This design comes from an exercise in tuning for small area, a short achievable clock period and few clock cycles per item on the open sky130 flow, not from production work.
In this exercise RTL edits were held to simulation tests only and were not proved equivalent to the original.

==> design.v <==
package atdrb_pkg;
  localparam int unsigned CNT_W   = 9;
  localparam int unsigned TOTAL_W = 24;
  typedef logic [CNT_W-1:0]   cnt_t;
  typedef logic [TOTAL_W-1:0] total_t;
  typedef enum logic [1:0] {
    REG_THRESHOLD = 2'd0,
    REG_MODE      = 2'd1,
    REG_PERIOD    = 2'd2,
    REG_TSB       = 2'd3
  } reg_idx_e;
  typedef struct packed {
    logic level;
    logic last;
    logic clipped;
    cnt_t count;
  } pack_cmd_t;
endpackage
module atdrb_div (
  input  logic        clk_i,
  input  logic        rst_ni,
  input  logic        start_i,
  input  logic        dbl_i,
  input  logic [23:0] period_i,
  input  logic [15:0] divisor_i,
  output logic        busy_o,
  output logic        done_o,
  output logic [8:0]  a_o,
  output logic [23:0] b_o,
  output logic [16:0] hdiff_o,
  output logic [3:0]  cnt_o
);
  logic        busy_q;
  logic [3:0]  cnt_q;
  logic [15:0] rem_q;
  logic [15:0] quo_q;
  logic [7:0]  low_q;
  logic [16:0] rem_sh;
  logic [16:0] diff;
  logic        ge;
  logic        sat;
  assign rem_sh = {rem_q, busy_q ? quo_q[15] : low_q[7]};
  assign diff   = rem_sh - {1'b0, divisor_i};
  assign ge     = !diff[16];
  assign sat    = quo_q[14:0] > 15'd252 || (quo_q[14:0] == 15'd252 && ge);
  always_ff @(posedge clk_i or negedge rst_ni) begin
    if (!rst_ni) begin
      busy_q <= 1'b0;
    end else if (start_i) begin
      busy_q <= 1'b1;
    end else if (busy_q && cnt_q == 4'd15) begin
      busy_q <= 1'b0;
    end
  end
  always_ff @(posedge clk_i) begin
    if (start_i) begin
      if (period_i[23:16] == 8'd0) begin
        cnt_q <= 4'd8;
        quo_q <= {period_i[15:8], 8'd0};
      end else begin
        cnt_q <= 4'd0;
        quo_q <= period_i[23:8];
      end
      rem_q <= '0;
      low_q <= period_i[7:0];
    end else if (busy_q || dbl_i) begin
      cnt_q <= cnt_q + 4'd1;
      rem_q <= ge ? diff[15:0] : rem_sh[15:0];
      if ((dbl_i || cnt_q == 4'd15) && sat) begin
        quo_q <= 16'd505;
      end else begin
        quo_q <= {quo_q[14:0], ge};
      end
      if (dbl_i) begin
        low_q <= {low_q[6:0], 1'b0};
      end
    end
  end
  assign busy_o = busy_q;
  assign done_o = busy_q && cnt_q == 4'd15;
  assign a_o    = quo_q[8:0];
  assign b_o    = {rem_q, low_q};
  assign hdiff_o = diff;
  assign cnt_o   = cnt_q;
endmodule
module atdrb_packer (
  input  logic        clk_i,
  input  logic        rst_ni,
  input  logic        cmd_valid_i,
  input  logic        cmd_level_i,
  input  logic [8:0]  cmd_bits_i,
  input  logic        cmd_clip_i,
  input  logic        cmd_last_i,
  output logic        full_o,
  output logic        out_valid_o,
  input  logic        out_ready_i,
  output logic [7:0]  packed_byte_o,
  output logic [3:0]  valid_bits_o,
  output logic        final_byte_o,
  output logic [23:0] total_bytes_o,
  output logic        run_clipped_o
);
  logic        pv_q;
  logic        pl_q;
  logic [8:0]  pleft_q;
  logic        plast_q;
  logic        pclip_q;
  logic        kv_q;
  logic        kl_q;
  logic [8:0]  kbits_q;
  logic        klast_q;
  logic        kclip_q;
  logic [6:0]  acc_q;
  logic [2:0]  held_q;
  logic        ov_q;
  logic [7:0]  obyte_q;
  logic [3:0]  ovb_q;
  logic        ofinal_q;
  logic [23:0] ototal_q;
  logic        oclip_q;
  logic [3:0]  lo;
  logic [5:0]  hi;
  logic        c8;
  logic        hi_z;
  logic        full;
  logic        rem_lt8;
  logic        rem_z;
  logic [5:0]  rem_hi;
  logic        need_emit;
  logic        out_free;
  logic        emit;
  logic        pdone;
  logic        p_free;
  logic [6:0]  acc_d;
  logic [2:0]  held_d;
  logic [8:0]  pleft_d;
  logic [3:0]  lim;
  logic [7:0]  mask;
  logic [7:0]  e_byte;
  assign lo        = {1'b0, held_q} + {1'b0, pleft_q[2:0]};
  assign hi        = pleft_q[8:3];
  assign c8        = lo[3];
  assign hi_z      = hi == '0;
  assign full      = !hi_z || c8;
  assign rem_lt8   = c8 ? hi_z : hi == 6'd1;
  assign rem_z     = rem_lt8 && lo[2:0] == '0;
  assign rem_hi    = c8 ? hi : hi - 6'd1;
  assign need_emit = full || plast_q;
  assign out_free  = !ov_q || out_ready_i;
  assign emit      = pv_q && need_emit && out_free;
  assign lim       = full ? 4'd8 : lo;
  assign mask      = (8'hFF >> held_q) & ~(8'hFF >> lim);
  assign e_byte    = ({acc_q, 1'b0} & ~(8'hFF >> held_q)) | (pl_q ? mask : 8'h00);
  always_comb begin
    acc_d   = acc_q;
    held_d  = held_q;
    pleft_d = pleft_q;
    pdone   = 1'b0;
    if (pv_q) begin
      if (!need_emit) begin
        acc_d  = e_byte[7:1];
        held_d = lo[2:0];
        pdone  = 1'b1;
      end else if (out_free) begin
        if (!full) begin
          held_d = '0;
          pdone  = 1'b1;
        end else begin
          acc_d   = {7{pl_q}};   
          held_d  = lo[2:0];
          pleft_d = {rem_hi, 3'b000};
          pdone   = rem_lt8 && (!plast_q || rem_z);
        end
      end
    end
  end
  assign p_free = !pv_q || pdone;
  assign full_o = kv_q;
  always_ff @(posedge clk_i or negedge rst_ni) begin
    if (!rst_ni) begin
      pv_q     <= 1'b0;
      kv_q     <= 1'b0;
      held_q   <= '0;
      ov_q     <= 1'b0;
      ofinal_q <= 1'b1;
    end else begin
      held_q <= held_d;
      if (p_free) begin
        pv_q <= kv_q || cmd_valid_i;
        kv_q <= 1'b0;
      end else if (cmd_valid_i) begin
        kv_q <= 1'b1;
      end
      if (emit) begin
        ov_q     <= 1'b1;
        ofinal_q <= plast_q && (!full || rem_z);
      end else if (out_ready_i) begin
        ov_q <= 1'b0;
      end
    end
  end
  always_ff @(posedge clk_i) begin
    acc_q <= acc_d;
    if (p_free) begin
      pl_q    <= kv_q ? kl_q    : cmd_level_i;
      pleft_q <= kv_q ? kbits_q : cmd_bits_i;
      plast_q <= kv_q ? klast_q : cmd_last_i;
      pclip_q <= kv_q ? kclip_q : cmd_clip_i;
    end else begin
      pleft_q <= pleft_d;
    end
    if (!p_free && cmd_valid_i) begin
      kl_q    <= cmd_level_i;
      kbits_q <= cmd_bits_i;
      klast_q <= cmd_last_i;
      kclip_q <= cmd_clip_i;
    end
    if (emit) begin
      obyte_q  <= e_byte;
      ovb_q    <= lim;
      ototal_q <= ofinal_q ? 24'd1 : ototal_q + 24'd1;
      oclip_q  <= pclip_q;
    end
  end
  assign out_valid_o   = ov_q;
  assign packed_byte_o = obyte_q;
  assign valid_bits_o  = ovb_q;
  assign final_byte_o  = ofinal_q;
  assign total_bytes_o = ototal_q;
  assign run_clipped_o = oclip_q;
endmodule
module audio_to_direct_recording_bits (
  input  logic        clk_i,
  input  logic        rst_ni,
  input  logic        psel,
  input  logic        penable,
  input  logic        pwrite,
  input  logic [3:0]  paddr,
  input  logic [31:0] pwdata,
  output logic [31:0] prdata,
  output logic        pready,
  input  logic        in_valid_i,
  output logic        in_ready_o,
  input  logic [7:0]  sample_value_i,
  input  logic        is_last_i,
  output logic        out_valid_o,
  input  logic        out_ready_i,
  output logic [7:0]  packed_byte_o,
  output logic [3:0]  valid_bits_o,
  output logic        final_byte_o,
  output logic [23:0] total_bytes_o,
  output logic        run_clipped_o
);
  localparam logic [8:0]  Q_SAT   = 9'd505;
  localparam logic [23:0] RUN_MAX = 24'hFF_FFFE;   
  logic [7:0]  threshold_q;
  logic        mode_q;
  logic [23:0] period_q;
  logic [15:0] tsb_eff;            
  logic        tsb_zero_q;         
  logic        cfg_wr;
  assign pready  = 1'b1;
  assign cfg_wr  = psel && penable && pwrite;
  always_ff @(posedge clk_i or negedge rst_ni) begin
    if (!rst_ni) begin
      threshold_q <= 8'd127;
      mode_q      <= 1'b0;
      period_q    <= 24'd20317;
      tsb_eff     <= 16'd79;
      tsb_zero_q  <= 1'b0;
    end else if (cfg_wr) begin
      case (paddr[3:2])
        atdrb_pkg::REG_THRESHOLD: threshold_q <= pwdata[7:0];
        atdrb_pkg::REG_MODE:      mode_q      <= pwdata[0];
        atdrb_pkg::REG_PERIOD:    period_q    <= pwdata[23:0];
        atdrb_pkg::REG_TSB: begin
          tsb_eff    <= {pwdata[15:1], pwdata[0] || pwdata[15:0] == 16'd0};
          tsb_zero_q <= pwdata[15:0] == 16'd0;
        end
        default: ;
      endcase
    end
  end
  always_comb begin
    case (paddr[3:2])
      atdrb_pkg::REG_THRESHOLD: prdata = {24'd0, threshold_q};
      atdrb_pkg::REG_MODE:      prdata = {31'd0, mode_q};
      atdrb_pkg::REG_PERIOD:    prdata = {8'd0, period_q};
      atdrb_pkg::REG_TSB:       prdata = {16'd0, tsb_eff[15:1], tsb_eff[0] && !tsb_zero_q};
      default:                  prdata = '0;
    endcase
  end
  logic        dirty_q;
  logic        restore_q;
  logic        post_q;
  logic        rc_q;
  logic        rc_hi_q;            
  logic [3:0]  div_cnt;
  logic        rc_end;
  logic        div_start;
  logic        div_busy;
  logic        div_done;
  logic [8:0]  step_a;
  logic [23:0] step_b;
  logic [16:0] half_diff;
  assign rc_end    = rc_q && rc_hi_q && div_cnt == 4'd7;
  assign div_start = (dirty_q && !div_busy && !rc_init && !rc_q) || rc_end;
  atdrb_div u_div (
    .clk_i     (clk_i),
    .rst_ni    (rst_ni),
    .start_i   (div_start),
    .dbl_i     (rc_q),
    .period_i  (period_q),
    .divisor_i (tsb_eff),
    .busy_o    (div_busy),
    .done_o    (div_done),
    .a_o       (step_a),
    .b_o       (step_b),
    .hdiff_o   (half_diff),
    .cnt_o     (div_cnt)
  );
  logic        open_q, open_d;
  logic        lvl_q, lvl_d;
  logic [23:0] ext_q, ext_d;      
  logic [24:0] g_q, g_d;
  logic [8:0]  q_q, q_d;
  logic        defer_q, defer_d;
  logic        wrap;
  logic [24:0] g_new;
  logic [24:0] g_add;
  logic [9:0]  q_sum;
  logic [8:0]  q_step;
  assign wrap      = !g_q[24];
  assign g_new     = {half_diff[16], half_diff, step_b[6:0]};
  assign g_add     = g_q + {1'b0, step_b} - (wrap ? {1'b0, tsb_eff, 8'd0} : 25'd0);
  assign q_sum     = {1'b0, q_q} + {1'b0, step_a} + {9'd0, wrap};
  assign q_step    = (q_sum >= {1'b0, Q_SAT}) ? Q_SAT : q_sum[8:0];
  logic        s_v_q;
  logic        s_lvl_q;
  logic        s_last_q;
  logic        busy;
  logic        rc_init;
  logic        pk_full;
  logic        s_go;
  logic        take;
  assign rc_init    = post_q && !restore_q && open_q;
  assign busy       = dirty_q || div_busy || rc_init || rc_q;
  assign s_go       = s_v_q && !busy && !defer_q &&
                      (!pk_full || (mode_q && (!open_q || s_lvl_q == lvl_q)));
  assign in_ready_o = !s_v_q || s_go;
  assign take       = in_valid_i && in_ready_o;
  always_ff @(posedge clk_i or negedge rst_ni) begin
    if (!rst_ni) begin
      s_v_q <= 1'b0;
    end else begin
      s_v_q <= take || (s_v_q && !s_go);
    end
  end
  always_ff @(posedge clk_i) begin
    if (take) begin
      s_lvl_q  <= sample_value_i > threshold_q;
      s_last_q <= is_last_i;
    end
  end
  logic        cmd_valid;
  logic        cmd_level;
  logic [8:0]  cmd_q;
  logic        cmd_last;
  logic [8:0]  cmd_bits;
  logic        cmd_clip;
  always_comb begin
    open_d    = open_q;
    lvl_d     = lvl_q;
    ext_d     = ext_q;
    g_d       = g_q;
    q_d       = q_q;
    defer_d   = defer_q;
    cmd_valid = 1'b0;
    cmd_level = lvl_q;
    cmd_q     = q_step;
    cmd_last  = 1'b1;
    if (rc_init) begin
      g_d = g_new;
      q_d = '0;
    end else if (rc_q) begin
      if (ext_q[0]) begin
        g_d = g_add;
        q_d = q_step;
      end
      ext_d = {ext_q[0], ext_q[23:1]};
    end else if (defer_q) begin
      if (!pk_full) begin
        cmd_valid = 1'b1;
        open_d    = 1'b0;
        defer_d   = 1'b0;
      end
    end else if (s_go) begin
      cmd_last = s_last_q;
      if (!mode_q) begin
        cmd_valid = 1'b1;
        cmd_level = s_lvl_q;
        cmd_q     = 9'd1;
        if (s_last_q) open_d = 1'b0;
      end else if (!open_q) begin
        open_d  = 1'b1;
        lvl_d   = s_lvl_q;
        ext_d   = '0;
        g_d     = g_new;
        q_d     = '0;
        defer_d = s_last_q;
      end else if (s_lvl_q == lvl_q) begin
        if (ext_q != RUN_MAX) begin
          ext_d = ext_q + 24'd1;
          g_d   = g_add;
          q_d   = q_step;
        end
        defer_d = s_last_q;
      end else begin
        cmd_valid = 1'b1;
        if (s_last_q) begin
          open_d = 1'b0;
        end else begin
          lvl_d = s_lvl_q;
          ext_d = '0;
          g_d   = g_new;
          q_d   = '0;
        end
      end
    end
  end
  assign cmd_clip = cmd_q == Q_SAT;
  assign cmd_bits = {cmd_q[8:1], (cmd_q[0] && !cmd_clip) || cmd_q == '0};
  always_ff @(posedge clk_i or negedge rst_ni) begin
    if (!rst_ni) begin
      dirty_q   <= 1'b1;
      restore_q <= 1'b0;
      post_q    <= 1'b0;
      rc_q      <= 1'b0;
      open_q    <= 1'b0;
      defer_q   <= 1'b0;
    end else begin
      dirty_q   <= (cfg_wr && paddr[3]) || (dirty_q && !(div_start && !rc_q));
      post_q <= div_done;
      if (rc_init) begin
        rc_q <= 1'b1;
      end else if (rc_end) begin
        rc_q <= 1'b0;
      end
      if (rc_end) begin
        restore_q <= 1'b1;
      end else if (post_q) begin
        restore_q <= 1'b0;
      end
      open_q  <= open_d;
      defer_q <= defer_d;
    end
  end
  always_ff @(posedge clk_i) begin
    lvl_q <= lvl_d;
    ext_q <= ext_d;
    g_q   <= g_d;
    q_q   <= q_d;
    if (post_q) begin
      rc_hi_q <= 1'b0;
    end else if (rc_q && div_cnt == 4'd15) begin
      rc_hi_q <= 1'b1;
    end
  end
  atdrb_packer u_pack (
    .clk_i         (clk_i),
    .rst_ni        (rst_ni),
    .cmd_valid_i   (cmd_valid),
    .cmd_level_i   (cmd_level),
    .cmd_bits_i    (cmd_bits),
    .cmd_clip_i    (cmd_clip),
    .cmd_last_i    (cmd_last),
    .full_o        (pk_full),
    .out_valid_o   (out_valid_o),
    .out_ready_i   (out_ready_i),
    .packed_byte_o (packed_byte_o),
    .valid_bits_o  (valid_bits_o),
    .final_byte_o  (final_byte_o),
    .total_bytes_o (total_bytes_o),
    .run_clipped_o (run_clipped_o)
  );
endmodule
==> flow/run.sh <==
#!/bin/bash
# The standard layout, with plain buffers (not delay buffers) on the ports.
set -euo pipefail
export BUFFER_PORTS_ARGS="-buffer_cell sky130_fd_sc_hd__buf_2"
bash standard.sh > standard.log 2>&1
==> standard.sh <==
#!/bin/bash
# synth_recipe.tcl (not shown) runs the flow's synth.tcl, then flattens the netlist and writes it again
# the make line also repeats each setting of config.mk as NAME=value (left out here)
make -C /OpenROAD-flow-scripts/flow DESIGN_CONFIG=/design/flow/config.mk WORK_HOME=/design/flow/orfs CLKGATE_MAP_FILE= SYNTH_SCRIPT=/design/flow/synth_recipe.tcl "${@:-finish}"
==> config.mk <==
export PLATFORM = sky130hd
export DESIGN_NAME = audio_to_direct_recording_bits
export DESIGN_NICKNAME = audio_to_direct_recording_bits
export VERILOG_FILES = /design/flow/design.v
export SDC_FILE = /design/flow/constraint.sdc
export NUM_CORES = 4
export LEC_CHECK = 0
export CAP_MARGIN = 20
export CORE_MARGIN = 2
export CORE_UTILIZATION = 60
export CTS_CLUSTER_DIAMETER = 70
export CTS_CLUSTER_SIZE = 36
export SETUP_SLACK_MARGIN = 4.6
export SLEW_MARGIN = 20
==> constraint.sdc <==
create_clock -name core_clock -period 9.0 [get_ports {clk_i}]
set_input_delay 1.8000 -clock core_clock [delete_from_list [all_inputs] [get_ports {clk_i}]]
set_output_delay 1.8000 -clock core_clock [all_outputs]
set_load 0.01 [all_outputs]
==> summary.txt, run 1 <==
* Critical path origin: paddr[3]
* RSZ-0062 raised after global routing: yes
* CTS Buffer Depth at 3
* Fraction of layout cells with a size suffix above 1 at 16.0%
* Routed via count at 11100
* Outcome: timing/DRC/antenna clean
* Fin cells at 1931
* Setup TNS at 0 ns
* Row count at between 50 and 60
* Post-synthesis cell area at 14800 um^2
* Count leader, synth: inv_1
* Prevailing post-synth register cell: edfxtp_1
* Worst path cell trace: buf_16, mux4_2, buf_6
* Routed WL per cell at 16.6 um
* Reg2reg start: tsb_eff[1]
* Synth area leader: edfxtp_1
* Crit Path Category: in2out
* Effective utilization at floorplan at between 60% and 70%
* DRC violations left at 0
* Worst-path clk slew at approximately 0.09 ns
* Die Wd at 161 um
* Final setup skew at 0.0350 ns
* Mean post-synth cell area at 9.78 um^2
* Crit path DAT at 2.61 ns
* Die height at 161 um
* Gp weighted congestion at 0.824
* TritonCTS buffer count at 17
* Core area at 24200 um^2
* 1st-iter DRT viols at 699
* GR Overflow Total at 0
* EDFF count, synth at 148
* Cell Area, Placed at 15600 um^2
* Ranking of synthesized cells by area: edfxtp_1 (30%), dfrtp_1 (6.9%), ha_1 (6.1%)
* FMAX at 0.227 GHz
* Post-Synthesis Cells at 1509
* Tot GR Track Use at 24.8%
* Vias in the first global route at approximately 11000
* Latest clock arrival within the worst-skew pair at ~0.52 ns
* First-pass GRT wire length at 53.0 mm
* Io pins at 125
* Area Overhead vs Synth at 10.6%
* Crit-path max cell delay at 0.54 ns
* H-tree lvl count at 1
* Max Slew Vio Count at 0
* CTS hold repair buffers at 0
* Seq/Total Area, Yosys at between 40% and 50%
* Finished Cell Area at 16300 um^2
* Max-Slew Margin vs Limit at 28.8%
* CTS Sinks at 239
* Worst Min Path Start: u_pack.pclip_q
* Post-DRT Antenna Nets at 0
* PnR worst setup slack at 4.59 ns
* Critical path startpoint category: input port
* CP Capture Type: output pin
* Post-Place Setup Slack at roughly 4.3 ns
* Final Cycle Share at 49.0%
* Worst-Margin Slew at 1.07 ns
* Synth warnings at 3
* Placed insts at roughly 1900
* Fin nets at around 1700
* Root buf cell: clkbuf_16
* Max cap viols at 0
* Yosys cell types at 78
* Fraction of registers with async set/reset at 27.2%
* Filler cells at 1945
* Maximum fanout along the worst path at 11
* I/O Buffers at between 100 and 150
* Yosys reg bits at 239
* Fin crit period at 4.41 ns
* Initial antenna violation count at 0
* Slowest stage cell, crit path: mux4_2
* Worst min path class: reg2reg
* # setup viols final at 0
* Largest net degree at the start of global routing at 66
* Final hold viol count at 0
* Routed WL at 32.0 mm
* TritonCTS clock tree: done
* Total Die Area at 25900 um^2
* Vias per cell at 5.73
* DP HPWL at approximately 23 mm
* Post-synth top cells: inv_1 (150), edfxtp_1 (148), nand2_1 (139), o21ai_0 (120), nor2_1 (107)
* Share of the synthesized area in the top cell type at 30.1%
* DRT Pass-1 Iters at 5
* Ant. Diodes at 0
* Worst EP required at 7.20 ns
[layout by cell type (no fill, tap or decap), types with 18 or more instances in the layout]
cell | synthesis | routed
a21oi_1 | 82 | 82
and2_1 | 20 | 19
and3_1 | 18 | 18
buf_2 | 0 | 102
clkbuf_16 | 0 | 19
dfrtp_1 | 41 | 41
dfstp_2 | 24 | 24
dfxtp_1 | 26 | 26
edfxtp_1 | 148 | 148
fa_1 | 20 | 20
ha_1 | 72 | 72
inv_1 | 150 | 150
mux2_2 | 52 | 52
mux2i_1 | 42 | 42
nand2_1 | 139 | 139
nand3_1 | 35 | 35
nand4_1 | 24 | 24
nor2_1 | 107 | 104
nor2b_1 | 28 | 27
nor3_1 | 35 | 35
o21ai_0 | 120 | 119
xnor2_1 | 34 | 34
xor2_1 | 47 | 47
[timing repair]
item                                    CTS  global route
gates cloned                              0             1
endpoints found under the hold margin     0             0
gates resized for setup                   8             4
buffers inserted                          0             3
endpoints found under the setup margin   24             8
[per-stage QoR]
step	util [%]	hold slack [ns]
2_1_floorplan	-	0.400
3_3_place_gp	64.2	0.402
3_5_place_dp	64.2	0.407
4_1_cts	67.0	0.429
5_1_grt	67.4	0.440
6_report	67.4	0.428
[registers in the layout (all words and copies together), names as in the netlist, 9 cells and up]
signal	flops
period_q	24
tsb_eff	16
u_div.quo_q	16
g_q	25
u_pack.ototal_q	24
q_q	9
u_div.rem_q	16
u_pack.pleft_q	9
u_pack.kbits_q	9
ext_q	24
[cell families after synthesis]
family	share of synthesized area, %
AO/OA/AOI/OAI	13.4
XOR/XNOR	4.91
adder cells (fa/ha/maj)	8.81
buffers and inverters	5.59
flip-flops	44.8
multiplexers	6.97
other	0.0509
AND/OR/NAND/NOR	15.4
[worst paths after layout]
path                             endpoint  cells past startpoint
min in group asynchronous    period_q[18]                      2
setup reg to reg                  g_q[19]                     13
hold reg to reg            u_pack.oclip_q                      0
max in group asynchronous    period_q[15]                      2
hold / removal             u_pack.oclip_q                      0
setup / recovery                prdata[0]                      3
[worst max-delay path, delay by kind of cell]
kind	cells	cell delay, ns
buf+inv	2	0.27
mux	1	0.54
[layer usage]
metal	vias to the layer above	track usage [%]	part of all wire (%)
li1	5479	-	-
met1	5318	33.4	45
met2	223	42.8	48
met3	38	3.36	4.5
met4	0	6.29	2.1
met5	-	0	0
[final cells by class]
type | count | area, um^2 | share of cell area, %
flip-flops and latches | 239 | 6620 | 40.5
well taps | 324 | 405 | 2.48
clock buffers | 18 | 450 | 2.76
inverters | 150 | 563 | 3.45
clock inverters | 11 | 185 | 1.13
multi-input cells | 1068 | 7390 | 45.2
repair buffers | 121 | 723 | 4.43
Testbench counts, summed over its fixed seeds: cycles 20,164, samples 19,200.
==> run 2: changes to the inputs <==
--- a/config.mk
+++ b/config.mk
@@ -7,7 +7,7 @@
 export LEC_CHECK = 0
 export CAP_MARGIN = 20
 export CORE_MARGIN = 2
-export CORE_UTILIZATION = 60
+export CORE_UTILIZATION = 80
 export CTS_CLUSTER_DIAMETER = 70
 export CTS_CLUSTER_SIZE = 36
 export SETUP_SLACK_MARGIN = 4.6
==> summary.txt, run 2 <==
* TritonCTS buffer count at 14 (-3)
* Outcome: timing/DRC/antenna clean
* Share of the synthesized area in the top cell type at 30.1% (unchanged)
* Vias per cell at 6.66 (+16%)
* Post-synth top cells: inv_1 (150), edfxtp_1 (148), nand2_1 (139), o21ai_0 (120), nor2_1 (107)
* First-pass GRT wire length at 61.2 mm (+15%)
* Yosys reg bits at 239 (unchanged)
* Io pins at 125 (unchanged)
* Yosys cell types at 78 (unchanged)
* Largest net degree at the start of global routing at 66 (unchanged)
* Max-Slew Margin vs Limit at 28.4% (-0.43 points)
* Effective utilization at floorplan at 81.9% (+21 points)
* Synth area leader: edfxtp_1
* CTS Buffer Depth at 3 (unchanged)
* Total Die Area at 19600 um^2 (-24%)
* Maximum fanout along the worst path at 20 (+9)
* Fin nets at 1734 (-0.40%)
* Worst-Margin Slew at 1.07 ns (+0.00506 ns)
* Largest register by flop count: g_q
* Seq/Total Area, Yosys at 44.8% (unchanged)
* Filler cells at 834 (-57%)
* Max cap viols at 0 (unchanged)
* Commonest non-fill, non-tap cell in the layout: inv_1
* Root buf cell: clkbuf_16
* WHS Endpoint: u_pack.oclip_q
* Ant. Diodes at 0 (unchanged)
* # setup viols final at 0 (unchanged)
* CTS Sinks at 239 (unchanged)
* Max Slew Vio Count at 0 (unchanged)
* Reg2reg start: g_q[24]
* Mean post-synth cell area at 9.78 um^2 (unchanged)
* Critical path origin: paddr[2]
* Crit Path Category: in2out
* Final setup skew at 0.0237 ns (-0.0113 ns)
* CP Capture Type: output pin
* Latest clock arrival within the worst-skew pair at 0.50 ns (-0.02 ns)
* Fraction of layout cells with a size suffix above 1 at 15.5% (-0.47 points)
* Routed WL per cell at 20.5 um (+24%)
* Crit path DAT at 2.59 ns (-0.02 ns)
* Crit-path max cell delay at 0.22 ns (-0.32 ns)
* Final hold viol count at 0 (unchanged)
* CTS hold repair buffers at 0 (unchanged)
* Routed WL at 37.4 mm (+17%)
* Post-Synthesis Cells at 1509 (unchanged)
* DRC violations left at 0 (unchanged)
* FMAX at 0.228 GHz (+0.51%)
* Die height at 140 um (-13%)
* Worst-path clk slew at 0.11 ns (+0.02 ns)
* Gp weighted congestion at 0.915 (+11%)
* TritonCTS clock tree: done
* Post-DRT Antenna Nets at 0 (unchanged)
* Largest register FFs at 25 (unchanged)
* Cell Area, Placed at 15400 um^2 (-0.90%)
* R2R Path End: g_q[19]
* Final Util at 89.2% (+22 points)
* DRT Pass-1 Iters at 6 (+1)
* GR Overflow Total at 0 (unchanged)
* DP HPWL at 24.9 mm (+6.3%)
* Die Wd at 140 um (-13%)
* Slowest stage cell, crit path: and2_4
* Tot GR Track Use at 38.4% (+14 points)
* EDFF count, synth at 148 (unchanged)
* Synth warnings at 3 (unchanged)
* Cells on worst reg2reg path at 12 (-1)
* Post-synthesis cell area at 14800 um^2 (unchanged)
* Prevailing post-synth register cell: edfxtp_1
* Setup TNS at 0 ns (unchanged)
* Hold path depth at 0 (unchanged)
* Core area at 18000 um^2 (-26%)
* RSZ-0062 raised after global routing: no
* Final Cycle Share at 48.7% (-0.25 points)
* Ranking of synthesized cells by area: edfxtp_1 (30%), dfrtp_1 (6.9%), ha_1 (6.1%)
* 1st-iter DRT viols at 1484 (+110%)
* I/O Buffers at 105 (unchanged)
* Worst path cell trace: buf_12, and2_4, nand2_1, o21ai_0, buf_2
* Area Overhead vs Synth at 8.85%
* Worst min path class: reg2reg
* Routed via count at 12200 (+10%)
* Vias in the first global route at 12200 (+14%)
* Worst EP required at 7.20 ns (about the same)
* Finished Cell Area at 16100 um^2 (-1.6%)
* Critical path startpoint category: input port
* Fin crit period at 4.39 ns (-0.0226 ns)
* Commonest non-fill, non-tap cells in the layout: inv_1 (149), edfxtp_1 (148), nand2_1 (139)
* Worst Min Path Start: u_pack.pclip_q
* Initial antenna violation count at 0 (unchanged)
* Fraction of registers with async set/reset at 27.2% (unchanged)
* Count leader, synth: inv_1
* Row count at 49 (-14%)
* H-tree lvl count at 1 (unchanged)
-- run 2: logic make-up after synthesis --
logic type | synth area share (%)
xor+xnor | 4.91
mux | 6.97
flops | 44.8
buf+inv | 5.59
compound gates | 13.4
other cells | 0.0509
simple gates | 15.4
fa+ha+maj | 8.81
-- run 2: through the flow --
stage	hold slack [ns]	setup slack, ns	cells
floorplan	0.400	4.55	1516
global placement	0.402	4.31	1800
detailed placement	0.419	4.27	1800
CTS	0.442	4.61	1826
global route	0.448	4.59	1827
finish	0.445	4.61	1827
-- run 2: repair_timing --
action,4_1_cts,5_1_grt
buffers inserted,1,1
cloned,1,0
pin swaps,0,1
setup endpoints to repair,24,6
gates resized for setup,11,3
-- run 2: worst max path at each step --
stage | to | cells after the start
2_1_floorplan | prdata[6] | 4
3_3_place_gp | prdata[0] | 3
3_5_place_dp | prdata[0] | 3
4_1_cts | prdata[0] | 3
5_1_grt | prdata[3] | 6
6_report | prdata[5] | 5
-- run 2: routing by layer --
layer | wire, um | GRT usage (%) | vias to the layer above
li1 | - | - | 5475
met1 | 13800 | 48.5 | 5796
met2 | 18800 | 66.1 | 752
met3 | 3180 | 6.16 | 152
met4 | 1610 | 16.5 | 0
met5 | 0 | 0 | -
-- run 2: critical path, delay by kind of cell --
family,cells,cell delay (ns)
AO/OA/AOI/OAI,1,0.13
buffers and inverters,2,0.34
AND/OR/NAND/NOR,2,0.31
-- run 2: cell type report --
| cell class | instances | area (um^2) | share of cell area [%] |
|---|---|---|---|
| multi-input combinational | 1068 | 7380 | 45.9 |
| sequential | 239 | 6620 | 41.2 |
| timing repair buffer | 117 | 684 | 4.26 |
| inverter | 150 | 563 | 3.50 |
| clock buffer | 18 | 429 | 2.67 |
| tap | 229 | 287 | 1.78 |
| clock inverter | 6 | 109 | 0.677 |
==> run 3: changes to the inputs <==
--- a/config.mk
+++ b/config.mk
@@ -7,7 +7,7 @@
 export LEC_CHECK = 0
 export CAP_MARGIN = 20
 export CORE_MARGIN = 2
-export CORE_UTILIZATION = 80
+export CORE_UTILIZATION = 70
 export CTS_CLUSTER_DIAMETER = 70
 export CTS_CLUSTER_SIZE = 36
 export SETUP_SLACK_MARGIN = 4.6
==> summary.txt, run 3 <==
* Routed WL at 31.8 mm (-15%)
* Worst min path class: reg2reg
* Row count at 53 (+8.2%)
* CTS hold repair buffers at 0 (unchanged)
* Commonest non-fill, non-tap cells in the layout: inv_1 (150), edfxtp_1 (148), nand2_1 (139)
* Share of the synthesized area in the top cell type at 30.1% (unchanged)
* Crit path DAT at 2.58 ns (about the same)
* Largest net degree at the start of global routing at 66 (unchanged)
* Outcome: timing/DRC/antenna clean
* CP Capture Type: output pin
* Tot GR Track Use at 29.0% (-9.3 points)
* CTS Buffer Depth at 3 (unchanged)
* Fin crit period at 4.38 ns (-0.0104 ns)
* WHS Endpoint: u_pack.oclip_q
* Register area at 6620 um^2 (unchanged)
* 1st-iter DRT viols at 684 (-54%)
* Ant. Diodes at 0 (unchanged)
* Routed WL per cell at 16.9 um (-17%)
* Core area at 20900 um^2 (+16%)
* DRC violations left at 0 (unchanged)
* CTS Sinks at 239 (unchanged)
* Final Util at 77.6% (-12 points)
* First-pass GRT wire length at 52.6 mm (-14%)
* Gp weighted congestion at 0.869 (-5.0%)
* Commonest non-fill, non-tap cell in the layout: inv_1
* Max Slew Vio Count at 0 (unchanged)
* Met2 WL at 15.7 mm (-17%)
* TritonCTS buffer count at 15 (+1)
* Final hold viol count at 0 (unchanged)
* EDFF count, synth at 148 (unchanged)
* GR Overflow Total at 0 (unchanged)
* Area Overhead vs Synth at 9.75%
* Setup TNS at 0 ns (unchanged)
* I/O Buffers at 105 (unchanged)
* Mean post-synth cell area at 9.78 um^2 (unchanged)
* Count leader, synth: inv_1
* Placed insts at 1847 (+2.6%)
* Effective utilization at floorplan at 70.7% (-11 points)
* Post-Synthesis Cells at 1509 (unchanged)
* Area of the multi-input gates at 7380 um^2 (unchanged)
* Critical path startpoint category: input port
* Fin cells at 1877 (+2.7%)
* Post-synthesis cell area at 14800 um^2 (unchanged)
* Yosys reg bits at 239 (unchanged)
* Cells on worst reg2reg path at 12 (unchanged)
* Hold path depth at 0 (unchanged)
* Fraction of layout cells with a size suffix above 1 at 15.7% (+0.21 points)
* Worst-Margin Slew at 1.03 ns (-0.0414 ns)
* R2R Path End: g_q[19]
* Yosys cell types at 78 (unchanged)
* Largest register FFs at 25 (unchanged)
* Filler cells at 1448 (+74%)
* Post-DRT Antenna Nets at 0 (unchanged)
* Final setup skew at 0.0347 ns (+0.0109 ns)
* DP HPWL at 23.0 mm (-7.8%)
* Seq/Total Area, Yosys at 44.8% (unchanged)
* Prevailing post-synth register cell: edfxtp_1
* RSZ-0062 raised after global routing: no
* Fin nets at 1737 (+0.17%)
* Worst Min Path Start: u_pack.pclip_q
* Ranking of synthesized cells by area: edfxtp_1 (30%), dfrtp_1 (6.9%), ha_1 (6.1%)
* # setup viols final at 0 (unchanged)
* FMAX at 0.228 GHz (+0.24%)
* WL met3 at 1.76 mm (-45%)
* Die height at 149 um (+6.7%)
* Synth area leader: edfxtp_1
* Die Wd at 149 um (+6.7%)
* Largest register by flop count: g_q
* Crit Path Category: in2out
* Total Die Area at 22300 um^2 (+14%)
* Final Cycle Share at 48.6% (-0.12 points)
* Maximum fanout along the worst path at 8 (-60%)
* Max cap viols at 0 (unchanged)
* Highest metal used: met4
* Met1 wire length at 13.6 mm (-1.7%)
* Io pins at 125 (unchanged)
* Latest clock arrival within the worst-skew pair at 0.51 ns (about the same)
* H-tree lvl count at 1 (unchanged)
* DRT Pass-1 Iters at 5 (-1)
* Root buf cell: clkbuf_16
* Post-synth top cells: inv_1 (150), edfxtp_1 (148), nand2_1 (139), o21ai_0 (120), nor2_1 (107)
* Synth warnings at 3 (unchanged)
* TritonCTS clock tree: done
* Vias per cell at 5.97 (-10%)
* Worst-path clk slew at 0.10 ns (about the same)
* Routed via count at 11200 (-7.9%)
* Worst EP required at 7.20 ns (about the same)
* Reg2reg start: g_q[24]
* Fraction of registers with async set/reset at 27.2% (unchanged)
* Initial antenna violation count at 0 (unchanged)
* Vias in the first global route at 10800 (-11%)
* Max-Slew Margin vs Limit at 31.2% (+2.9 points)
==> run 3: cell counts after synthesis <==
No cell type changed its count.
==> run 3: logic make-up (layout without fill, tap and decap cells) <==
kind of cell | after synthesis | after routing | synth area share [%]
and+or+nand+nor | 470 | 470 | 15.4
AOI/OAI and AO/OA | 320 | 320 | 13.4
DFF | 239 | 239 | 44.8
buffers and inverters | 209 | 295 | 5.59
muxes | 95 | 95 | 6.97
adders and majority gates | 92 | 92 | 8.81
xor gates and xnor gates | 82 | 82 | 4.91
other | 2 | 9 | 0.0509
==> run 3: how the worst max path moves through the flow <==
| stage | startpoint | to | depth (start not counted) |
|---|---|---|---|
| floorplan | paddr[3] | prdata[6] | 4 |
| global placement | paddr[3] | prdata[0] | 3 |
| detailed placement | paddr[3] | prdata[0] | 3 |
| CTS | paddr[3] | prdata[0] | 3 |
| global route | paddr[2] | prdata[5] | 5 |
| finish | paddr[3] | prdata[0] | 3 |
==> run 3: metrics by stage <==
stage	worst slack, ns	hold WS [ns]	area [um^2]
after floorplan	4.55	0.400	14800
after global placement	4.29	0.427	15500
after detailed placement	4.29	0.426	15500
after CTS	4.54	0.452	16100
after global routing	4.59	0.482	16200
final	4.62	0.449	16200
==> run 3: timing repair <==
item | 4_1_cts | 5_1_grt
endpoints found under the setup margin | 22 | 12
cloned | 0 | 1
endpoints found under the hold margin | 0 | 0
gates resized for setup | 7 | 5
buffers inserted | 0 | 2
==> run 3: worst max-delay path: stages <==
cell,delay [ns]
buf_16,0.11
mux4_2,0.52
buf_6,0.15
==> run 3: cell type report <==
type	count	share of cell area (%)
timing repair buffer	119	4.56
sequential	239	40.9
clock buffer	16	2.47
inverter	150	3.47
clock inverter	10	0.981
multi-input combinational	1068	45.5
tap	275	2.12
==> run 3: routing by layer <==
layer,global-route usage [%],up-vias
met2,50.0,314
met3,3.36,46
met5,0,-
met1,39.2,5378
li1,-,5472
met4,8.29,0
==> run 4: changes to the inputs <==
--- a/design.v
+++ b/design.v
@@ -33,16 +33,18 @@
   logic        busy_q;
   logic [3:0]  cnt_q;
   logic [15:0] rem_q;
-  logic [15:0] quo_q;
+  logic [8:0]  quo_q;
   logic [7:0]  low_q;
+  logic        dbit;
   logic [16:0] rem_sh;
   logic [16:0] diff;
   logic        ge;
-  logic        sat;
-  assign rem_sh = {rem_q, busy_q ? quo_q[15] : low_q[7]};
+  logic [9:0]  quo_sh;
+  assign dbit   = period_i[5'd23 - {1'b0, cnt_q}];
+  assign rem_sh = {rem_q, busy_q ? dbit : low_q[7]};
   assign diff   = rem_sh - {1'b0, divisor_i};
   assign ge     = !diff[16];
-  assign sat    = quo_q[14:0] > 15'd252 || (quo_q[14:0] == 15'd252 && ge);
+  assign quo_sh = {quo_q, ge};
   always_ff @(posedge clk_i or negedge rst_ni) begin
     if (!rst_ni) begin
       busy_q <= 1'b0;
@@ -54,23 +56,14 @@
   end
   always_ff @(posedge clk_i) begin
     if (start_i) begin
-      if (period_i[23:16] == 8'd0) begin
-        cnt_q <= 4'd8;
-        quo_q <= {period_i[15:8], 8'd0};
-      end else begin
-        cnt_q <= 4'd0;
-        quo_q <= period_i[23:8];
-      end
+      cnt_q <= (period_i[23:16] == 8'd0) ? 4'd8 : 4'd0;
+      quo_q <= '0;
       rem_q <= '0;
       low_q <= period_i[7:0];
     end else if (busy_q || dbl_i) begin
       cnt_q <= cnt_q + 4'd1;
       rem_q <= ge ? diff[15:0] : rem_sh[15:0];
-      if ((dbl_i || cnt_q == 4'd15) && sat) begin
-        quo_q <= 16'd505;
-      end else begin
-        quo_q <= {quo_q[14:0], ge};
-      end
+      quo_q <= (quo_sh >= 10'd505) ? 9'd505 : quo_sh[8:0];
       if (dbl_i) begin
         low_q <= {low_q[6:0], 1'b0};
       end
@@ -78,7 +71,7 @@
   end
   assign busy_o = busy_q;
   assign done_o = busy_q && cnt_q == 4'd15;
-  assign a_o    = quo_q[8:0];
+  assign a_o    = quo_q;
   assign b_o    = {rem_q, low_q};
   assign hdiff_o = diff;
   assign cnt_o   = cnt_q;
==> summary.txt, run 4 <==
* Max Slew Vio Count at 0 (unchanged)
* Yosys reg bits at 232 (-2.9%)
* Total Die Area at 21700 um^2 (-2.6%)
* Fraction of registers with async set/reset at 28.0% (+0.82 points)
* Setup TNS at 0 ns (unchanged)
* Seq/Total Area, Yosys at 44.0% (-0.84 points)
* Prevailing post-synth register cell: edfxtp_1
* CTS Buffer Depth at 3 (unchanged)
* Post-synth top cells: nand2_1 (144), nor2_1 (141), inv_1 (139), edfxtp_1 (132), o21ai_0 (102)
* Routed WL per cell at 17.1 um (+1.3%)
* CTS hold repair buffers at 0 (unchanged)
* Fin cells at 1862 (-0.80%)
* Share of the synthesized area in the top cell type at 27.6% (-2.5 points)
* Post-synthesis cell area at 14400 um^2 (-2.7%)
* CTS Sinks at 232 (-2.9%)
* First-pass GRT wire length at 51.3 mm (-2.5%)
* # setup viols final at 0 (unchanged)
* H-tree lvl count at 1 (unchanged)
* Crit path DAT at 2.58 ns (about the same)
* Synth warnings at 3 (unchanged)
* Critical path startpoint category: input port
* GR Overflow Total at 0 (unchanged)
* Worst-Margin Slew at 1.02 ns (-0.0130 ns)
* TritonCTS buffer count at 15 (unchanged)
* Largest net degree at the start of global routing at 66 (unchanged)
* Die Wd at 147 um (-1.3%)
* Gp weighted congestion at 0.877 (+0.96%)
* Worst-path clk slew at 0.11 ns (about the same)
* EDFF count, synth at 132 (-11%)
* Worst min path class: reg2reg
* Post-Place Setup Slack at 4.26 ns (-0.0249 ns)
* DRC violations left at 0 (unchanged)
* Commonest non-fill, non-tap cell in the layout: nand2_1
* Vias per cell at 6.01 (+0.69%)
* Max-Slew Margin vs Limit at 32.0% (+0.78 points)
* Ranking of synthesized cells by area: edfxtp_1 (28%), dfrtp_1 (7.1%), ha_1 (6.3%)
* Final Util at 78.0% (+0.47 points)
* Fraction of layout cells with a size suffix above 1 at 16.4% (+0.66 points)
* Ant. Diodes at 0 (unchanged)
* Worst EP required at 7.20 ns (about the same)
* 1st-iter DRT viols at 1031 (+51%)
* Synth area leader: edfxtp_1
* Max cap viols at 0 (unchanged)
* Largest register FFs at 25 (unchanged)
* Effective utilization at floorplan at 71.2% (+0.54 points)
* Root buf cell: clkbuf_16
* Routed via count at 11200 (-0.12%)
* RSZ-0062 raised after global routing: no
* PnR worst setup slack at 4.62 ns (-0.00588 ns)
* CP Capture Type: output pin
* Row count at 52 (-1.9%)
* TritonCTS clock tree: done
* Fin crit period at 4.38 ns (+0.00588 ns)
* Largest register by flop count: g_q
* Post-Synthesis Cells at 1500 (-0.60%)
* Tot GR Track Use at 28.9% (-0.10 points)
* Initial antenna violation count at 1 (+1)
* Latest clock arrival within the worst-skew pair at 0.51 ns (about the same)
* Routed WL at 31.9 mm (+0.47%)
* Vias in the first global route at 10500 (-3.4%)
* Final hold viol count at 0 (unchanged)
* Min Hold Slack at 0.445 ns (-0.00379 ns)
* Crit Path Category: in2out
* Core area at 20200 um^2 (-3.4%)
* Yosys cell types at 72 (-7.7%)
* Post-DRT Antenna Nets at 0 (unchanged)
* Count leader, synth: nand2_1
* Fin nets at 1728 (-0.52%)
* Filler cells at 1381 (-4.6%)
* DRT Pass-1 Iters at 5 (unchanged)
* Area Overhead vs Synth at 9.58%
* Outcome: timing/DRC/antenna clean
* Commonest non-fill, non-tap cells in the layout: nand2_1 (144), inv_1 (139), nor2_1 (139)
* DP HPWL at 23.0 mm (about the same)
* Die height at 147 um (-1.3%)
* FMAX at 0.228 GHz (-0.13%)
* Mean post-synth cell area at 9.58 um^2 (-2.1%)
* I/O Buffers at 105 (unchanged)
* Final setup skew at 0.0384 ns (+0.00376 ns)
* Final Cycle Share at 48.7% (+0.065 points)
* Maximum fanout along the worst path at 11 (+3)
* Io pins at 125 (unchanged)
* Placed insts at 1833 (-0.76%)
run 4: cell types whose count changed after synthesis, sizes merged, moves of 8 or more:
cell / previous run / this run
a211oi: 7 / 31
a21oi: 84 / 92
dfxtp: 26 / 35
edfxtp: 148 / 132
inv: 150 / 139
mux2i: 42 / 17
nor2: 108 / 144
o21ai: 127 / 109
o2bb2ai: 8 / 0
run 4: routing by layer:
metal | GRT usage, % | vias up | share of wire (%)
met4 | 8.61 | 0 | 2.5
met2 | 50.2 | 372 | 49
li1 | - | 5398 | -
met1 | 38.4 | 5365 | 42
met3 | 3.63 | 62 | 5.9
met5 | 0 | - | 0
run 4: stage by stage:
| stage | cell area [um^2] |
|---|---|
| global placement | 15100 |
| CTS | 15600 |
| floorplan | 14400 |
| finish | 15700 |
| global route | 15700 |
| detailed placement | 15100 |
run 4: critical path, stage by stage:
cell and delay, ns:
buf_16 0.12, mux4_2 0.52, buf_6 0.14
run 4: kinds of logic (layout without fill, tap and decap cells):
| family | Yosys count | in the layout | share of synthesized area [%] |
|---|---|---|---|
| flops | 232 | 232 | 44.0 |
| fa+ha+maj | 92 | 92 | 9.06 |
| compound gates | 313 | 313 | 13.5 |
| other cells | 2 | 9 | 0.0523 |
| simple gates | 500 | 500 | 16.4 |
| xor+xnor | 83 | 83 | 5.11 |
| buf+inv | 202 | 287 | 5.61 |
| mux | 76 | 76 | 6.28 |
run 4: cell type report:
class                      instances  area [um^2]  area share [%]
clock buffer                      16          389            2.47
sequential                       232         6320            40.2
inverter                         140          526            3.34
tap                              270          338            2.15
clock inverter                     9          125           0.795
multi-input combinational       1073         7320            46.5
timing repair buffer             122          726            4.61
run 4: repair_timing:
item,CTS,global route
resized for setup,8,8
gates cloned,0,1
setup buffers,0,3
pin swaps,0,1
setup endpoints to repair,27,24
run 4: final timing paths:
kind                                start               end  slack [ns]  cells after the start
max                              paddr[3]         prdata[0]        4.62                      3
min reg2reg                u_pack.pclip_q    u_pack.oclip_q        0.45                      0
min in group asynchronous          rst_ni  u_pack.held_q[1]        1.49                      2
max reg2reg                u_div.cnt_q[1]    u_div.rem_q[7]        4.85                     15
min                        u_pack.pclip_q    u_pack.oclip_q        0.45                      0
max in group asynchronous          rst_ni       period_q[5]        6.90                      2
Testbench counts of run 4, summed over its fixed seeds: cycles 20,164, samples 19,200.
==> run 5: changes to the inputs <==
--- a/config.mk
+++ b/config.mk
@@ -8,7 +8,7 @@
 export CAP_MARGIN = 20
 export CORE_MARGIN = 2
 export CORE_UTILIZATION = 70
-export CTS_CLUSTER_DIAMETER = 70
+export CTS_CLUSTER_DIAMETER = 65
 export CTS_CLUSTER_SIZE = 36
 export SETUP_SLACK_MARGIN = 4.6
 export SLEW_MARGIN = 20
==> summary.txt, run 5 <==
* Ant. Diodes at 0 (unchanged)
* DP HPWL at 23.0 mm (unchanged)
* CTS Buffer Depth at 3 (unchanged)
* Fraction of registers with async set/reset at 28.0% (unchanged)
* Row count at 52 (unchanged)
* Outcome: timing/DRC/antenna clean
* Setup TNS at 0 ns (unchanged)
* Post-DRT Antenna Nets at 0 (unchanged)
* CP Capture Type: output pin
* Gp weighted congestion at 0.877 (unchanged)
* Share of the synthesized area in the top cell type at 27.6% (unchanged)
* Routed WL at 32.1 mm (+0.57%)
* Yosys reg bits at 232 (unchanged)
* 1st-iter DRT viols at 974 (-5.5%)
* DRT Pass-1 Iters at 6 (+1)
* GR Overflow Total at 0 (unchanged)
* Final hold viol count at 0 (unchanged)
* Final Util at 78.5% (+0.45 points)
* Fraction of layout cells with a size suffix above 1 at 16.6% (+0.16 points)
* Core area at 20200 um^2 (unchanged)
* Worst min path class: reg2reg
* TritonCTS buffer count at 17 (+2)
* Latest clock arrival within the worst-skew pair at 0.52 ns (about the same)
* Prevailing post-synth register cell: edfxtp_1
* Routed WL per cell at 17.2 um (+0.41%)
* Max Slew Vio Count at 0 (unchanged)
* Maximum fanout along the worst path at 11 (unchanged)
* WHS Endpoint: u_pack.oclip_q
* Effective utilization at floorplan at 71.2% (unchanged)
* Commonest non-fill, non-tap cells in the layout: nand2_1 (144), inv_1 (139), nor2_1 (139)
* Seq/Total Area, Yosys at 44.0% (unchanged)
* Initial antenna violation count at 1 (unchanged)
* Fin crit period at 4.38 ns (-0.00124 ns)
* Worst-Margin Slew at 1.03 ns (+0.00822 ns)
* Root buf cell: clkbuf_16
* TritonCTS clock tree: done
* RSZ-0062 raised after global routing: yes
* Synth warnings at 3 (unchanged)
* Crit path DAT at 2.58 ns (about the same)
* DRC violations left at 0 (unchanged)
* EDFF count, synth at 132 (unchanged)
* Worst EP required at 7.20 ns (about the same)
* Io pins at 125 (unchanged)
* Post-synth top cells: nand2_1 (144), nor2_1 (141), inv_1 (139), edfxtp_1 (132), o21ai_0 (102)
* Fin cells at 1865 (+0.16%)
* Count leader, synth: nand2_1
* Worst-path clk slew at 0.10 ns (about the same)
* # setup viols final at 0 (unchanged)
* Total Die Area at 21700 um^2 (unchanged)
* Post-synthesis cell area at 14400 um^2 (unchanged)
* Max cap viols at 0 (unchanged)
* Critical path startpoint category: input port
* Tot GR Track Use at 29.7% (+0.78 points)
* Mean post-synth cell area at 9.58 um^2 (unchanged)
* Final setup skew at 0.0225 ns (-0.0160 ns)
* Largest register FFs at 25 (unchanged)
* Vias per cell at 6.02 (+0.18%)
* First-pass GRT wire length at 52.3 mm (+2.0%)
* Fin nets at 1728 (unchanged)
* Die Wd at 147 um (unchanged)
* Commonest non-fill, non-tap cell in the layout: nand2_1
* CTS Sinks at 232 (unchanged)
* Worst Min Path Start: u_pack.pclip_q
* Hold path depth at 0 (unchanged)
* Largest register by flop count: g_q
* H-tree lvl count at 1 (unchanged)
* Crit Path Category: in2out
* Max-Slew Margin vs Limit at 31.5% (-0.55 points)
* Placed insts at 1833 (unchanged)
* Area Overhead vs Synth at 10.2%
* Yosys cell types at 72 (unchanged)
* Post-Synthesis Cells at 1500 (unchanged)
* I/O Buffers at 105 (unchanged)
* Ranking of synthesized cells by area: edfxtp_1 (28%), dfrtp_1 (7.1%), ha_1 (6.3%)
* Synth area leader: edfxtp_1
* Vias in the first global route at 10600 (+1.2%)
* Final Cycle Share at 48.7% (about the same)
* Largest net degree at the start of global routing at 66 (unchanged)
* Reg2reg start: u_div.cnt_q[1]
* Routed via count at 11200 (+0.34%)
* Cells on worst reg2reg path at 15 (unchanged)
* FMAX at 0.228 GHz (about the same)
* Die height at 147 um (unchanged)
* R2R Path End: u_div.rem_q[7]
==> run 5: changes by cell type in the layout (fill, tap and decap cells not counted), sizes merged <==
cell,before,now
buf,121,119
clkinvlp,0,1
inv,146,147
bufbuf,0,1
bufinv,0,1
clkinv,3,4
==> run 5: through the flow <==
stage | instance area [um^2] | hold WS (ns) | setup slack (ns)
after global routing | 15800 | 0.479 | 4.58
final | 15800 | 0.462 | 4.62
after floorplan | 14400 | 0.400 | 4.55
after detailed placement | 15100 | 0.421 | 4.26
after CTS | 15800 | 0.461 | 4.59
after global placement | 15100 | 0.423 | 4.28
==> run 5: layout make-up <==
cell class                      count  area [um^2]
Multi-Input combinational cell   1073         7310
Sequential cell                   232         6320
Fill cell                        1369         4340
Timing Repair Buffer              120          714
Inverter                          140          526
Clock buffer                       17          425
Tap cell                          270          338
Clock inverter                     13          199
==> run 5: logic make-up (layout without fill, tap and decap cells) <==
kind of cell	Yosys count	after routing	share of synthesized area, %
AND/OR/NAND/NOR	500	500	16.4
AO/OA/AOI/OAI	313	313	13.5
flip-flops	232	232	44.0
buffers and inverters	202	290	5.61
adder cells (fa/ha/maj)	92	92	9.06
XOR/XNOR	83	83	5.11
multiplexers	76	76	6.28
other	2	9	0.0523
==> run 5: worst max path at each step <==
stage                        start  slack, ns        endpoint  cells past startpoint
finish                    paddr[3]       4.62       prdata[0]                      3
global route        u_div.cnt_q[1]       4.58  u_div.rem_q[7]                     15
CTS                       paddr[2]       4.59       prdata[4]                      5
detailed placement        paddr[3]       4.26       prdata[0]                      3
global placement          paddr[3]       4.28       prdata[0]                      3
floorplan                 paddr[3]       4.55       prdata[6]                      4
==> run 5: timing repair <==
| item | CTS | global route |
|---|---|---|
| setup endpoints to repair | 25 | 24 |
| hold buffers | 0 | 0 |
| pin swaps | 0 | 0 |
| buffers inserted | 0 | 1 |
| resized for setup | 10 | 3 |
| cloned | 1 | 0 |
==> run 5: critical path: stages <==
cell	delay [ns]
buf_16	0.12
mux4_2	0.52
buf_6	0.14
==> run 5: routing by layer <==
| metal | vias to the layer above | global-route usage, % | part of all wire (%) |
|---|---|---|---|
| li1 | 5394 | - | - |
| met1 | 5382 | 39.0 | 42 |
| met2 | 387 | 51.5 | 49 |
| met3 | 72 | 4.50 | 6.5 |
| met4 | 0 | 8.94 | 2.6 |
| met5 | - | 0 | 0 |
==> run 6: changes to the inputs <==
--- a/config.mk
+++ b/config.mk
@@ -8,7 +8,7 @@
 export CAP_MARGIN = 20
 export CORE_MARGIN = 2
 export CORE_UTILIZATION = 70
-export CTS_CLUSTER_DIAMETER = 65
-export CTS_CLUSTER_SIZE = 36
+export CTS_CLUSTER_DIAMETER = 60
+export CTS_CLUSTER_SIZE = 40
 export SETUP_SLACK_MARGIN = 4.6
 export SLEW_MARGIN = 20
==> summary.txt, run 6 <==
* Outcome: timing/DRC/antenna clean
* R2R Path End: u_div.rem_q[7]
* Fraction of registers with async set/reset at 28.0% (unchanged)
* Post-synth top cells: nand2_1 (144), nor2_1 (141), inv_1 (139), edfxtp_1 (132), o21ai_0 (102)
* Reg2reg start: u_div.cnt_q[1]
* Filler cells at 1341 (-2.0%)
* CP Capture Type: output pin
* Prevailing post-synth register cell: edfxtp_1
* Post-DRT Antenna Nets at 0 (unchanged)
* Worst min path class: reg2reg
* First-pass GRT wire length at 51.9 mm (-0.84%)
* Latest clock arrival within the worst-skew pair at 0.53 ns (about the same)
* Mean post-synth cell area at 9.58 um^2 (unchanged)
* Effective utilization at floorplan at 71.2% (unchanged)
* TritonCTS buffer count at 21 (+4)
* Tot GR Track Use at 29.4% (-0.35 points)
* Initial antenna violation count at 1 (unchanged)
* Critical path startpoint category: input port
* DRT Pass-1 Iters at 5 (-1)
* Routed via count at 11200 (-0.080%)
* Commonest non-fill, non-tap cells in the layout: nand2_1 (144), inv_1 (139), nor2_1 (139)
* Fin cells at 1875 (+0.54%)
* Worst-path clk slew at 0.08 ns (-0.02 ns)
* Synth area leader: edfxtp_1
* I/O Buffers at 105 (unchanged)
* Max cap viols at 0 (unchanged)
* Largest register FFs at 25 (unchanged)
* Crit path DAT at 2.60 ns (+0.02 ns)
* Routed WL at 32.4 mm (+0.90%)
* Area Overhead vs Synth at 11.2%
* Fraction of layout cells with a size suffix above 1 at 16.9% (+0.33 points)
* Max-Slew Margin vs Limit at 32.7% (+1.2 points)
* WHS Endpoint: u_pack.oclip_q
* Io pins at 125 (unchanged)
* 1st-iter DRT viols at 989 (+1.5%)
* Hold path depth at 0 (unchanged)
* Post-synthesis cell area at 14400 um^2 (unchanged)
* PnR worst setup slack at 4.60 ns (-0.0173 ns)
* Root buf cell: clkbuf_16
* CTS Sinks at 232 (unchanged)
* Ranking of synthesized cells by area: edfxtp_1 (28%), dfrtp_1 (7.1%), ha_1 (6.3%)
* Gp weighted congestion at 0.877 (unchanged)
* DRC violations left at 0 (unchanged)
* Final hold viol count at 0 (unchanged)
* Largest net degree at the start of global routing at 66 (unchanged)
* Register area at 6320 um^2 (unchanged)
* CTS hold repair buffers at 0 (unchanged)
* Cells on worst reg2reg path at 15 (unchanged)
* Crit Path Category: in2out
* Final setup skew at 0.0283 ns (+0.00577 ns)
* Synth warnings at 3 (unchanged)
* EDFF count, synth at 132 (unchanged)
* CTS Buffer Depth at 3 (unchanged)
* Maximum fanout along the worst path at 11 (unchanged)
* Row count at 52 (unchanged)
* Core area at 20200 um^2 (unchanged)
* TritonCTS clock tree: done
* Die height at 147 um (unchanged)
* GR Overflow Total at 0 (unchanged)
* Seq/Total Area, Yosys at 44.0% (unchanged)
* Area of the multi-input gates at 7310 um^2 (unchanged)
* Share of the synthesized area in the top cell type at 27.6% (unchanged)
* Vias per cell at 5.99 (-0.61%)
* Max Slew Vio Count at 0 (unchanged)
* Largest register by flop count: g_q
* Min Hold Slack at 0.440 ns (-0.0218 ns)
* Setup TNS at 0 ns (unchanged)
* Post-Synthesis Cells at 1500 (unchanged)
* Worst Min Path Start: u_pack.pclip_q
* RSZ-0062 raised after global routing: no
* Post-Place Setup Slack at 4.26 ns (unchanged)
* Die Wd at 147 um (unchanged)
* FMAX at 0.227 GHz (-0.39%)
* Fin crit period at 4.40 ns (+0.0173 ns)
* Total Die Area at 21700 um^2 (unchanged)
* Fin nets at 1734 (+0.35%)
* Yosys reg bits at 232 (unchanged)
* Placed insts at 1833 (unchanged)
* Worst-Margin Slew at 1.01 ns (-0.0178 ns)
* Final Cycle Share at 48.9% (+0.19 points)
* Yosys cell types at 72 (unchanged)
* Commonest non-fill, non-tap cell in the layout: nand2_1
* Vias in the first global route at 10600 (-0.13%)
* Count leader, synth: nand2_1
* # setup viols final at 0 (unchanged)
* DP HPWL at 23.0 mm (unchanged)
* H-tree lvl count at 1 (unchanged)
* Routed WL per cell at 17.3 um (+0.36%)
* Ant. Diodes at 0 (unchanged)
* Worst EP required at 7.20 ns (about the same)
[run 6: cells by family after synthesis]
group	count (synthesis)	synth area share, %
other	2	0.0523
adders and majority gates	92	9.06
and+or+nand+nor	500	16.4
AOI/OAI and AO/OA	313	13.5
xor gates and xnor gates	83	5.11
DFF	232	44.0
muxes	76	6.28
buffers and inverters	202	5.61
[run 6: worst max path at each step]
stage	from	endpoint	slack [ns]	depth (start not counted)
floorplan	paddr[3]	prdata[6]	4.55	4
global placement	paddr[3]	prdata[0]	4.28	3
detailed placement	paddr[3]	prdata[0]	4.26	3
CTS	paddr[3]	prdata[0]	4.54	3
global route	paddr[3]	prdata[0]	4.60	3
finish	paddr[3]	prdata[0]	4.60	3
[run 6: cell type report]
cell class | count | share of cell area, %
multi-input combinational | 1073 | 45.8
sequential | 232 | 39.6
timing repair buffer | 122 | 4.54
clock buffer | 23 | 3.47
inverter | 140 | 3.29
tap | 270 | 2.11
clock inverter | 15 | 1.25
[run 6: stage by stage]
| step | instance area (um^2) | utilization [%] |
|---|---|---|
| floorplan | 14400 | - |
| global placement | 15100 | 74.8 |
| global route | 16000 | 79.2 |
| detailed placement | 15100 | 74.9 |
| CTS | 15900 | 78.7 |
| finish | 16000 | 79.2 |
[run 6: repair_timing]
item                                    in CTS  in global routing
endpoints found under the setup margin      26                 22
gates cloned                                 0                  1
pin swaps                                    0                  0
buffers inserted                             0                  3
resized for setup                            8                  7
[run 6: layer usage]
metal	share of wire [%]	global-route usage, %	vias up
li1	-	-	5412
met1	42	38.5	5367
met2	49	50.6	373
met3	6.3	4.63	74
met4	2.8	9.04	0
met5	0	0	-
[run 6: critical path: stages]
cell,delay (ns)
buf_16,0.12
mux4_2,0.53
buf_6,0.15

==> port drivers added, routing unchanged <==
No port has a modelled driver above. Below, the same layouts with a new extraction and two added sets of constraints.
Step 1 (the two cells are an assumption about what drives the block):
set clk [get_ports {clk_i}]
set_driving_cell -lib_cell sky130_fd_sc_hd__clkbuf_16 $clk
set_driving_cell -lib_cell sky130_fd_sc_hd__buf_2 [delete_from_list [all_inputs] $clk]
Step 2 also shifts input and output timing later by t, the mid clock arrival at the registers, as if the neighbouring blocks saw the same clock.
Slacks: no drivers / after step 1 / after step 2; pairs: no drivers / after step 1.
run	shift t [ns]	slack for setup (ns)	cell pins on the clock port's net
run 1	0.554	4.590 / 4.463 / 4.463	1
run 2	0.536	4.613 / 4.506 / 4.506	1
run 3	0.540	4.623 / 4.495 / 4.495	1
run 4	0.538	4.617 / 4.474 / 4.474	1
run 5	0.561	4.619 / 4.493 / 4.493	1
run 6	0.559	4.601 / 4.463 / 4.463	1
After both steps setup and hold are still met in every run listed. For run 4, which loses most, drivers alone change the setup slack by -0.143 ns; drivers and shift together by -0.143 ns.
